This design comes from an exercise in tuning for a short achievable clock period and few clock cycles on the open sky130 flow, not from production work.
In this exercise RTL edits were held to simulation tests only and were not proved equivalent to the original.
Power and IR drop assume default switching activity.

### run.sh
#!/bin/bash
# synth_recipe.tcl (not shown) runs the flow's synth.tcl, then flattens the netlist and writes it again
# the make line also repeats each setting of config.mk as NAME=value (left out here)
make -C /OpenROAD-flow-scripts/flow DESIGN_CONFIG=/design/flow/config.mk WORK_HOME=/design/flow/orfs CLKGATE_MAP_FILE= SYNTH_SCRIPT=/design/flow/synth_recipe.tcl finish
### config.mk
export PLATFORM = sky130hd
export DESIGN_NAME = cpuCore
export DESIGN_NICKNAME = cpuCore
export VERILOG_FILES = /design/flow/design.v
export SDC_FILE = /design/flow/constraint.sdc
export NUM_CORES = 4
export LEC_CHECK = 0
export CAP_MARGIN = 20
export CORE_MARGIN = 2
export CORE_UTILIZATION = 30
export GPL_ROUTABILITY_DRIVEN = 1
export PLACE_DENSITY = 0.45
export SLEW_MARGIN = 20
### constraint.sdc
create_clock -name core_clock -period 7.5 [get_ports {clk}]
set_input_delay 1.5000 -clock core_clock [delete_from_list [all_inputs] [get_ports {clk}]]
set_output_delay 1.5000 -clock core_clock [all_outputs]
set_load 0.01 [all_outputs]
### design.v
package cpuPkg;
    typedef enum logic [2:0] {
        StReset, StFetch, StDecode, StAluOp, StShiftOp, StMultOp, StMoveHiLo, StException
    } ctrlState_t;
    typedef enum logic {AluAdd, AluSub} aluOp_t;
    typedef enum logic [2:0] {ShNone, ShLoad, ShSll, ShSrl, ShSra} shiftOp_t;
    typedef enum logic [2:0] {WbAluOut, WbShift, WbHi, WbLo, WbSpInit} wbSrc_t;
    typedef enum logic [1:0] {ExcNone, ExcOverflow, ExcBadOpcode} excCause_t;
    parameter logic [6-1:0] OpTypeR = 6'b000000;
    parameter logic [6-1:0] OpAddi = 6'b001000;
    parameter logic [6-1:0] FnAdd = 6'b100000;
    parameter logic [6-1:0] FnSub = 6'b100010;
    parameter logic [6-1:0] FnMult = 6'b011000;
    parameter logic [6-1:0] FnMfhi = 6'b010000;
    parameter logic [6-1:0] FnMflo = 6'b010010;
    parameter logic [6-1:0] FnSll = 6'b000000;
    parameter logic [6-1:0] FnSrl = 6'b000010;
    parameter logic [6-1:0] FnSra = 6'b000011;
    parameter logic [6-1:0] FnSllv = 6'b000100;
    parameter logic [6-1:0] FnSrav = 6'b000111;
endpackage
module aluUnit (
    input  logic [32-1:0]  a,
    input  logic [32-1:0]  b,
    input  cpuPkg::aluOp_t        op,
    output logic [32-1:0]  result,
    output logic                  overflow
);
    localparam int Msb = 32 - 1;
    logic [32-1:0] bOperand;
    logic sub;
    assign sub = op == cpuPkg::AluSub;
    assign bOperand = sub ? ~b : b;
    assign result = a + bOperand + 32'(sub);
    assign overflow = (a[Msb] == bOperand[Msb]) && (result[Msb] != a[Msb]);
endmodule
module shiftUnit (
    input  logic                           clk,
    input  logic                           rstN,
    input  cpuPkg::shiftOp_t               op,
    input  logic [32-1:0]           din,
    input  logic [$clog2(32)-1:0]   amount,
    output logic [32-1:0]           dout
);
    always_ff @(posedge clk or negedge rstN) begin
        if (!rstN) begin
            dout <= '0;
        end else begin
            case (op)
                cpuPkg::ShLoad: begin
                    dout <= din;
                end
                cpuPkg::ShSll: begin
                    dout <= dout << amount;
                end
                cpuPkg::ShSrl: begin
                    dout <= dout >> amount;
                end
                cpuPkg::ShSra: begin
                    dout <= $signed(dout) >>> amount;
                end
                default: begin
                    dout <= dout;
                end
            endcase
        end
    end
endmodule
module multUnit (
    input  logic                  clk,
    input  logic                  rstN,
    input  logic                  start,
    input  logic [32-1:0]  multiplicand,
    input  logic [32-1:0]  multiplier,
    output logic                  busy,
    output logic                  done,
    output logic [32-1:0]  hi,
    output logic [32-1:0]  lo
);
    localparam int CntW = $clog2(32);
    logic [CntW-1:0] count;
    logic [32-1:0] mcand;
    logic [32:0] acc, mcandExt, sum;
    logic last;
    assign last = count == CntW'(32 - 1);
    assign done = busy && last;
    assign mcandExt = {mcand[32-1], mcand};
    assign hi = acc[32-1:0];
    always_comb begin
        if (!lo[0]) begin
            sum = acc;
        end else if (last) begin
            sum = acc - mcandExt;
        end else begin
            sum = acc + mcandExt;
        end
    end
    always_ff @(posedge clk or negedge rstN) begin
        if (!rstN) begin
            busy <= 1'b0;
            count <= '0;
        end else if (start) begin
            busy <= 1'b1;
            count <= '0;
        end else if (busy) begin
            count <= count + 1'b1;
            busy <= !last;
        end
    end
    always_ff @(posedge clk) begin
        if (start) begin
            mcand <= multiplicand;
            acc <= '0;
            lo <= multiplier;
        end else if (busy) begin
            {acc, lo} <= {sum[32], sum, lo[32-1:1]};
        end
    end
endmodule
module regFile (
    input  logic                    clk,
    input  logic                    rstN,
    input  logic [5-1:0]  rdAddrA,
    input  logic [5-1:0]  rdAddrB,
    input  logic                    wrEn,
    input  logic [5-1:0]  wrAddr,
    input  logic [32-1:0]    wrData,
    output logic [32-1:0]    rdDataA,
    output logic [32-1:0]    rdDataB
);
    localparam int NumRegs = 2 ** 5;
    logic [32-1:0] regs [NumRegs];
    always_ff @(posedge clk or negedge rstN) begin
        if (!rstN) begin
            for (int i = 0; i < NumRegs; i++) begin
                regs[i] <= '0;
            end
        end else if (wrEn && wrAddr != '0) begin
            regs[wrAddr] <= wrData;
        end
    end
    assign rdDataA = regs[rdAddrA];
    assign rdDataB = regs[rdAddrB];
endmodule
module controlFsm (
    input  logic                      clk,
    input  logic                      rstN,
    input  logic [6-1:0]  opcode,
    input  logic [6-1:0]  funct,
    input  logic                      overflow,
    input  logic                      multDone,
    output logic                      pcWrite,
    output logic                      irWrite,
    output logic                      instrRead,
    output logic                      abLoad,
    output logic                      aluOutLoad,
    output cpuPkg::aluOp_t            aluOp,
    output logic                      aluSrcB,
    output cpuPkg::shiftOp_t          shiftOp,
    output logic                      shiftVar,
    output logic                      multStart,
    output logic                      hiLoLoad,
    output logic                      regWrite,
    output cpuPkg::wbSrc_t            wbSrc,
    output logic                      wrSelRt,
    output logic                      excValid,
    output cpuPkg::excCause_t         excCause
);
    localparam int PhaseW = $clog2(4);
    localparam logic [PhaseW-1:0] LastFetch = PhaseW'(4 - 1);
    cpuPkg::ctrlState_t state;
    cpuPkg::ctrlState_t nextState;
    cpuPkg::ctrlState_t decoded;
    cpuPkg::shiftOp_t shiftMode;
    logic [PhaseW-1:0] phase;
    logic [PhaseW-1:0] nextPhase;
    logic isTypeR;
    assign isTypeR = opcode == cpuPkg::OpTypeR;
    always_comb begin
        decoded = cpuPkg::StException;
        if (opcode == cpuPkg::OpAddi) begin
            decoded = cpuPkg::StAluOp;
        end else if (isTypeR) begin
            case (funct)
                cpuPkg::FnAdd, cpuPkg::FnSub:
                    decoded = cpuPkg::StAluOp;
                cpuPkg::FnSll, cpuPkg::FnSrl, cpuPkg::FnSra, cpuPkg::FnSllv, cpuPkg::FnSrav:
                    decoded = cpuPkg::StShiftOp;
                cpuPkg::FnMult:
                    decoded = cpuPkg::StMultOp;
                cpuPkg::FnMfhi, cpuPkg::FnMflo:
                    decoded = cpuPkg::StMoveHiLo;
                default:
                    decoded = cpuPkg::StException;
            endcase
        end
    end
    always_comb begin
        case (funct)
            cpuPkg::FnSrl:
                shiftMode = cpuPkg::ShSrl;
            cpuPkg::FnSra, cpuPkg::FnSrav:
                shiftMode = cpuPkg::ShSra;
            default:
                shiftMode = cpuPkg::ShSll;
        endcase
    end
    always_comb begin
        nextState = state;
        nextPhase = phase + 1'b1;
        case (state)
            cpuPkg::StReset: begin
                if (phase != '0) begin
                    nextState = cpuPkg::StFetch;
                    nextPhase = '0;
                end
            end
            cpuPkg::StFetch: begin
                if (phase == LastFetch) begin
                    nextState = cpuPkg::StDecode;
                    nextPhase = '0;
                end
            end
            cpuPkg::StDecode: begin
                if (phase == PhaseW'(1)) begin
                    nextState = decoded;
                    nextPhase = '0;
                end
            end
            cpuPkg::StAluOp: begin
                if (phase == PhaseW'(1)) begin
                    nextState = cpuPkg::StFetch;
                    nextPhase = '0;
                end
            end
            cpuPkg::StShiftOp: begin
                if (phase == PhaseW'(2)) begin
                    nextState = cpuPkg::StFetch;
                    nextPhase = '0;
                end
            end
            cpuPkg::StMultOp: begin
                if (phase == PhaseW'(1) && !multDone) begin
                    nextPhase = phase;
                end else if (phase == PhaseW'(2)) begin
                    nextState = cpuPkg::StFetch;
                    nextPhase = '0;
                end
            end
            default: begin
                nextState = cpuPkg::StFetch;
                nextPhase = '0;
            end
        endcase
    end
    always_ff @(posedge clk or negedge rstN) begin
        if (!rstN) begin
            state <= cpuPkg::StReset;
            phase <= '0;
        end else begin
            state <= nextState;
            phase <= nextPhase;
        end
    end
    always_comb begin
        pcWrite = 1'b0;
        irWrite = 1'b0;
        instrRead = 1'b0;
        abLoad = 1'b0;
        aluOutLoad = 1'b0;
        multStart = 1'b0;
        hiLoLoad = 1'b0;
        regWrite = 1'b0;
        excValid = 1'b0;
        excCause = cpuPkg::ExcNone;
        shiftOp = cpuPkg::ShNone;
        wbSrc = cpuPkg::WbAluOut;
        aluOp = (isTypeR && funct == cpuPkg::FnSub) ? cpuPkg::AluSub : cpuPkg::AluAdd;
        aluSrcB = !isTypeR;
        wrSelRt = !isTypeR;
        shiftVar = funct == cpuPkg::FnSllv || funct == cpuPkg::FnSrav;
        case (state)
            cpuPkg::StReset: begin
                if (phase != '0) begin
                    regWrite = 1'b1;
                    wbSrc = cpuPkg::WbSpInit;
                end
            end
            cpuPkg::StFetch: begin
                instrRead = phase != LastFetch;
                pcWrite = phase == LastFetch;
                irWrite = phase == LastFetch;
            end
            cpuPkg::StDecode: begin
                abLoad = phase == PhaseW'(1);
            end
            cpuPkg::StAluOp: begin
                if (phase == '0) begin
                    aluOutLoad = 1'b1;
                end else if (overflow) begin
                    excValid = 1'b1;
                    excCause = cpuPkg::ExcOverflow;
                end else begin
                    regWrite = 1'b1;
                end
            end
            cpuPkg::StShiftOp: begin
                if (phase == '0) begin
                    shiftOp = cpuPkg::ShLoad;
                end else if (phase == PhaseW'(1)) begin
                    shiftOp = shiftMode;
                end else begin
                    regWrite = 1'b1;
                    wbSrc = cpuPkg::WbShift;
                end
            end
            cpuPkg::StMultOp: begin
                multStart = phase == '0;
                hiLoLoad = phase == PhaseW'(2);
            end
            cpuPkg::StMoveHiLo: begin
                regWrite = 1'b1;
                wbSrc = (funct == cpuPkg::FnMfhi) ? cpuPkg::WbHi : cpuPkg::WbLo;
            end
            default: begin
                excValid = 1'b1;
                excCause = cpuPkg::ExcBadOpcode;
            end
        endcase
    end
endmodule
module coreDatapath (
    input  logic                      clk,
    input  logic                      rstN,
    input  logic [32-1:0]      instr,
    input  logic                      pcWrite,
    input  logic                      irWrite,
    input  logic                      abLoad,
    input  logic                      aluOutLoad,
    input  cpuPkg::aluOp_t            aluOp,
    input  logic                      aluSrcB,
    input  cpuPkg::shiftOp_t          shiftOp,
    input  logic                      shiftVar,
    input  logic                      multStart,
    input  logic                      hiLoLoad,
    input  logic                      regWrite,
    input  cpuPkg::wbSrc_t            wbSrc,
    input  logic                      wrSelRt,
    output logic [6-1:0]  opcode,
    output logic [6-1:0]  funct,
    output logic                      overflow,
    output logic                      multDone,
    output logic [32-1:0]      instrAddr,
    output logic                      regWrEn,
    output logic [5-1:0]    regWrAddr,
    output logic [32-1:0]      regWrData
);
    localparam int ShW = $clog2(32);
    logic [32-1:0] pc, ir, regA, regB, aluOut, hi, lo;
    logic [32-1:0] rdDataA, rdDataB, immExt, aluB, aluResult;
    logic [32-1:0] shiftOut, multHi, multLo;
    logic [ShW-1:0] shiftAmount;
    logic aluOverflow;
    logic multBusy;
    assign opcode = ir[32-1 -: 6];
    assign funct = ir[6-1:0];
    assign immExt = {{(32 - 16){ir[15]}}, ir[15:0]};
    assign aluB = aluSrcB ? immExt : regB;
    assign shiftAmount = shiftVar ? regA[ShW-1:0] : ir[10:6];
    assign instrAddr = pc;
    assign regWrEn = regWrite;
    always_ff @(posedge clk or negedge rstN) begin
        if (!rstN) begin
            pc <= '0;
            overflow <= 1'b0;
            hi <= '0;
            lo <= '0;
        end else begin
            if (pcWrite) begin
                pc <= pc + 32'(4);
            end
            if (aluOutLoad) begin
                overflow <= aluOverflow;
            end
            if (hiLoLoad) begin
                hi <= multHi;
                lo <= multLo;
            end
        end
    end
    always_ff @(posedge clk) begin
        if (irWrite) begin
            ir <= instr;
        end
        if (abLoad) begin
            regA <= rdDataA;
            regB <= rdDataB;
        end
        if (aluOutLoad) begin
            aluOut <= aluResult;
        end
    end
    assign regWrAddr = (wbSrc == cpuPkg::WbSpInit) ? 5'(29)
                     : (wrSelRt ? ir[20:16] : ir[15:11]);
    always_comb begin
        case (wbSrc)
            cpuPkg::WbShift:  regWrData = shiftOut;
            cpuPkg::WbHi:     regWrData = hi;
            cpuPkg::WbLo:     regWrData = lo;
            cpuPkg::WbSpInit: regWrData = 32'(227);
            default:          regWrData = aluOut;
        endcase
    end
    regFile i_regFile (
        .clk(clk), .rstN(rstN),
        .rdAddrA(ir[25:21]), .rdAddrB(ir[20:16]),
        .wrEn(regWrite), .wrAddr(regWrAddr), .wrData(regWrData),
        .rdDataA(rdDataA), .rdDataB(rdDataB)
    );
    aluUnit i_aluUnit (
        .a(regA), .b(aluB), .op(aluOp), .result(aluResult), .overflow(aluOverflow)
    );
    shiftUnit i_shiftUnit (
        .clk(clk), .rstN(rstN), .op(shiftOp), .din(regB), .amount(shiftAmount),
        .dout(shiftOut)
    );
    multUnit i_multUnit (
        .clk(clk), .rstN(rstN), .start(multStart), .multiplicand(regA), .multiplier(regB),
        .busy(multBusy), .done(multDone), .hi(multHi), .lo(multLo)
    );
endmodule
module cpuCore (
    input  logic                    clk,
    input  logic                    rstN,
    input  logic [32-1:0]    instr,
    output logic [32-1:0]    instrAddr,
    output logic                    instrRead,
    output logic                    regWrEn,
    output logic [5-1:0]  regWrAddr,
    output logic [32-1:0]    regWrData,
    output logic                    excValid,
    output cpuPkg::excCause_t       excCause
);
    logic [6-1:0] opcode, funct;
    logic overflow, multDone;
    logic pcWrite, irWrite, abLoad, aluOutLoad, aluSrcB, shiftVar;
    logic multStart, hiLoLoad, regWrite, wrSelRt;
    cpuPkg::aluOp_t aluOp;
    cpuPkg::shiftOp_t shiftOp;
    cpuPkg::wbSrc_t wbSrc;
    controlFsm i_controlFsm (
        .clk(clk), .rstN(rstN), .opcode(opcode), .funct(funct),
        .overflow(overflow), .multDone(multDone),
        .pcWrite(pcWrite), .irWrite(irWrite), .instrRead(instrRead), .abLoad(abLoad),
        .aluOutLoad(aluOutLoad), .aluOp(aluOp), .aluSrcB(aluSrcB), .shiftOp(shiftOp),
        .shiftVar(shiftVar), .multStart(multStart), .hiLoLoad(hiLoLoad),
        .regWrite(regWrite), .wbSrc(wbSrc), .wrSelRt(wrSelRt),
        .excValid(excValid), .excCause(excCause)
    );
    coreDatapath i_coreDatapath (
        .clk(clk), .rstN(rstN), .instr(instr),
        .pcWrite(pcWrite), .irWrite(irWrite), .abLoad(abLoad), .aluOutLoad(aluOutLoad),
        .aluOp(aluOp), .aluSrcB(aluSrcB), .shiftOp(shiftOp), .shiftVar(shiftVar),
        .multStart(multStart), .hiLoLoad(hiLoLoad), .regWrite(regWrite),
        .wbSrc(wbSrc), .wrSelRt(wrSelRt),
        .opcode(opcode), .funct(funct), .overflow(overflow), .multDone(multDone),
        .instrAddr(instrAddr), .regWrEn(regWrEn), .regWrAddr(regWrAddr),
        .regWrData(regWrData)
    );
endmodule
==> flow_metrics.env <==
export IMPL_outcome="timing/DRC/antenna clean"
export IMPL_synth_avg_cell_area_um2=9.505
export IMPL_num_rows=177
export IMPL_synth_cell_type_count=97
export IMPL_reg2reg_from="i_coreDatapath.ir[2]$_DFFE_PP_"
export IMPL_cts_sinks=1386
export IMPL_grt_pass1_wl_um=540000
export IMPL_vdd_ir_drop_worst_uv=245.6
export IMPL_antenna_found_initial=24
export IMPL_setup_violations=0
export IMPL_post_route_min_period_ps=6565
export IMPL_maxSlewViolCount=0
export IMPL_hold_class="reg2reg"
export IMPL_cts_max_path_buffers=3
export IMPL_area_growth_pct=15.00
export IMPL_yosys_top_cells_area="dfrtp_1 (41%), edfxtp_1 (8.2%), o21ai_0 (6.8%)"
export IMPL_end_kind="output port"
export IMPL_via_count=66990
export IMPL_core_um2=232500
export IMPL_tns_ps=0
export IMPL_final_nets=7307
export IMPL_max_freq_ghz=0.1523
export IMPL_ctsResizeCount=0
export IMPL_leakage_nw=33.46
export IMPL_cts_tree="done"
export IMPL_drt_vias_per_instance=6.443
export IMPL_ctsHoldBuffers=0
export IMPL_io_pins=108
export IMPL_hold_end="i_coreDatapath.i_regFile.regs[0][28]$_DFFE_PN0P_"
export IMPL_rsz0062_at_grt="no"
export IMPL_place_area_um2=75040
export IMPL_clk_latency_ps=890
export IMPL_yosys_area_top_type="dfrtp_1"
export IMPL_grt_overflow=0
export IMPL_drv_cap=0
export IMPL_cp_arrival_ps=5060
export IMPL_r2r_cells=13
export IMPL_clk_pin_slew_ps=60
export IMPL_drive_gt1_share_pct=10.14
export IMPL_hold_viol_final=0
export IMPL_port_buffers=105
export IMPL_die_w_um=487.7
export IMPL_final_cells=10400
export IMPL_max_slew_margin_rel_pct=16.03
export IMPL_first_global_vias=62210
export IMPL_rr_endpoint="i_coreDatapath.aluOut[24]$_DFFE_PP_"
export IMPL_synthArstFlopShare_pct=83.84
export IMPL_ys_seq_area_share_pct=50.55
export IMPL_routed_wl_um=397500
export IMPL_tightest_slew_ps=1257
export IMPL_die_y_um=487.7
export IMPL_ys_warn_count=6
export IMPL_fp_dieArea_um2=237900
export IMPL_syn_cell_area_um2=70190
export IMPL_yosys_most_used_dff="dfrtp_1"
export IMPL_drtPass1Iterations=7
export IMPL_synth_top_cell_area_share_pct=41.43
export IMPL_gp_congestion=0.9815
export IMPL_powerDensity_nw_per_um2=348.2
export IMPL_crit_fanout=13
export IMPL_drt_iter0_drc=10630
export IMPL_drc=0
export IMPL_cp_required_ps=6000
export IMPL_postCtsSetupBuffers=0
export IMPL_synth_edff_count=192
export IMPL_cts_buffers_inserted=164
export IMPL_hold_path_startpoint="i_coreDatapath.i_regFile.regs[0][28]$_DFFE_PN0P_"
export IMPL_htreeDepth=4
export IMPL_ys_seq_elements=1386
export IMPL_dp_cells=10080
export IMPL_reg2reg_slack_ps=2070
export IMPL_hold_depth=0
export IMPL_finalClockSkew_ps=54.91
export IMPL_synth_common_cells="nand2_1 (1240), dfrtp_1 (1162), o21ai_0 (949)"
export IMPL_grt_start_max_net_pins=167
export IMPL_post_dp_hpwl_um=239800
export IMPL_antenna_left=0
export IMPL_grt_total_usage_pct=32.61
export IMPL_clockRootBuffer="clkbuf_16"
export IMPL_wl_per_cell_um=38.23
export IMPL_final_area_um2=80720
export IMPL_initial_core_util_pct=30.19
export IMPL_synthCells=7385
export IMPL_fin_crit_sh_pct=87.53
export IMPL_critPathKind="reg2out"
export IMPL_start_kind="register"
export IMPL_synth_most_common_cell="nand2_1"
critical path, stage by stage (launching register included):
cell and delay, ps:
dfrtp_1 440, inv_1 130, ha_1 350, nor2_1 280, nand3_1 750, nand2_1 260, o21ai_0 120, a222oi_1 930
inv_1 340, clkdlybuf4s50_1 590
how the worst max path moves through the flow:
stage	from	end	slack, ps	cells past startpoint
2_1_floorplan	i_controlFsm.state[2]$_DFFE_PN0P_	i_controlFsm.state[2]$_DFFE_PN0P_	1510	6
3_3_place_gp	i_controlFsm.phase[0]$_DFFE_PN0N_	regWrData[26]	1600	10
3_5_place_dp	i_controlFsm.phase[0]$_DFFE_PN0N_	regWrData[24]	1860	10
4_1_cts	i_controlFsm.phase[0]$_DFFE_PN0N_	regWrData[24]	930	10
5_1_grt	i_controlFsm.phase[0]$_DFFE_PN0N_	regWrData[29]	750	10
6_report	i_controlFsm.phase[0]$_DFFE_PN0N_	regWrData[18]	940	9
state kept, by name (all words and copies together), names as in the netlist:
| register | flops |
|---|---|
| i_coreDatapath.i_multUnit.lo | 32 |
| i_coreDatapath.hi | 32 |
| i_coreDatapath.ir | 32 |
| i_coreDatapath.regB | 32 |
| i_coreDatapath.i_multUnit.count | 5 |
| i_controlFsm.state | 3 |
| i_coreDatapath.i_multUnit.acc | 32 |
| i_coreDatapath.i_multUnit.busy | 1 |
| i_controlFsm.phase | 2 |
| i_coreDatapath.regA | 32 |
| i_coreDatapath.i_shiftUnit.dout | 32 |
| i_coreDatapath.aluOut | 32 |
| i_coreDatapath.overflow | 1 |
| i_coreDatapath.pc | 30 |
| i_coreDatapath.i_regFile.regs | 1024 |
| i_coreDatapath.i_multUnit.mcand | 32 |
| i_coreDatapath.lo | 32 |
power breakdown:
group / leakage, nW / internal [W] / switching [W] / total (W)
sequential: 17.9 / 0.00977 / 0.00239 / 0.0122
combinational: 12.8 / 0.00253 / 0.00486 / 0.00738
clock: 2.79 / 0.00501 / 0.00355 / 0.00856
layout make-up:
class,instances,area [µm²]
Clock inverter,63,764.5
Fill cell,23600,151800
Antenna cell,19,47.55
Inverter,73,276.5
Timing Repair Buffer,330,2905
Tap cell,3043,3807
Sequential cell,1386,35490
Multi-Input combinational cell,5243,32570
Clock buffer,240,4857
per-stage QoR:
stage          power, W  setup slack (ps)  hold WS [ps]  util (%)
6_report        0.02810             935.0         404.9     34.71
2_1_floorplan   0.01570              1513         433.4         -
5_1_grt         0.02923             750.8         415.9     34.69
4_1_cts         0.02786             928.0         406.2     34.69
3_3_place_gp    0.01925              1602         388.0     32.25
3_5_place_dp    0.01934              1863         393.4     32.27
metal layers:
layer | share of wire [%] | up-vias | global-route usage, % | wire length (µm)
li1 | - | 26930 | - | -
met1 | 41 | 33670 | 44.04 | 161300
met2 | 42 | 5074 | 46.77 | 165900
met3 | 12 | 1305 | 9.934 | 46730
met4 | 5.9 | 10 | 16.70 | 23430
met5 | 0.021 | - | 0.06124 | 83
layout by cell type (no fill, tap or decap), types with 36 or more instances in the layout:
cell	n
xnor2_1	113
o32a_1	64
a221oi_1	327
nand4_1	143
o21ai_0	947
clkbuf_16	170
clkbuf_1	36
nand2_1	1211
inv_1	72
edfxtp_1	192
mux2_2	74
a31oi_1	40
nor2_4	68
buf_4	211
ha_1	73
nand3_1	133
nor3_1	46
clkdlybuf4s50_1	104
a22o_1	320
nor2_1	330
dfrtp_1	1161
a21oi_1	399
mux2i_1	134
a22oi_1	327
cell families after synthesis:
family          share of synthesized area (%)
compound gates                          25.32
xor+xnor                                1.834
fa+ha+maj                               1.358
buf+inv                                 4.205
flops                                   50.55
mux                                     3.833
other cells                          0.005343
simple gates                            12.89
Testbench counts, summed over its fixed seeds: cycles 44,359.

==> re-timing with driven ports <==
The flow's constraints put no driver on any port. The routed layout listed below was extracted and timed again, unchanged, in two steps. Step 1, drivers: a clkbuf_16 drives clk and a buf_2 each remaining input, both assumed. Step 2 also shifts input and output timing later by t, the mid clock arrival at the registers, as if the neighbouring blocks saw the same clock. a / b / c = ideal / step 1 / step 2; a / b = the first two.
shift t [ns]: 0.951
slack for setup (ns): 0.935 / 0.843 / 1.794
hold WS [ns]: 0.405 / 0.405 / 0.405
worst setup path after step 2: register to output
After both steps setup and hold are still met in this run. The setup slack of this run moves by -0.092 ns with the drivers and by +0.859 ns with both steps.
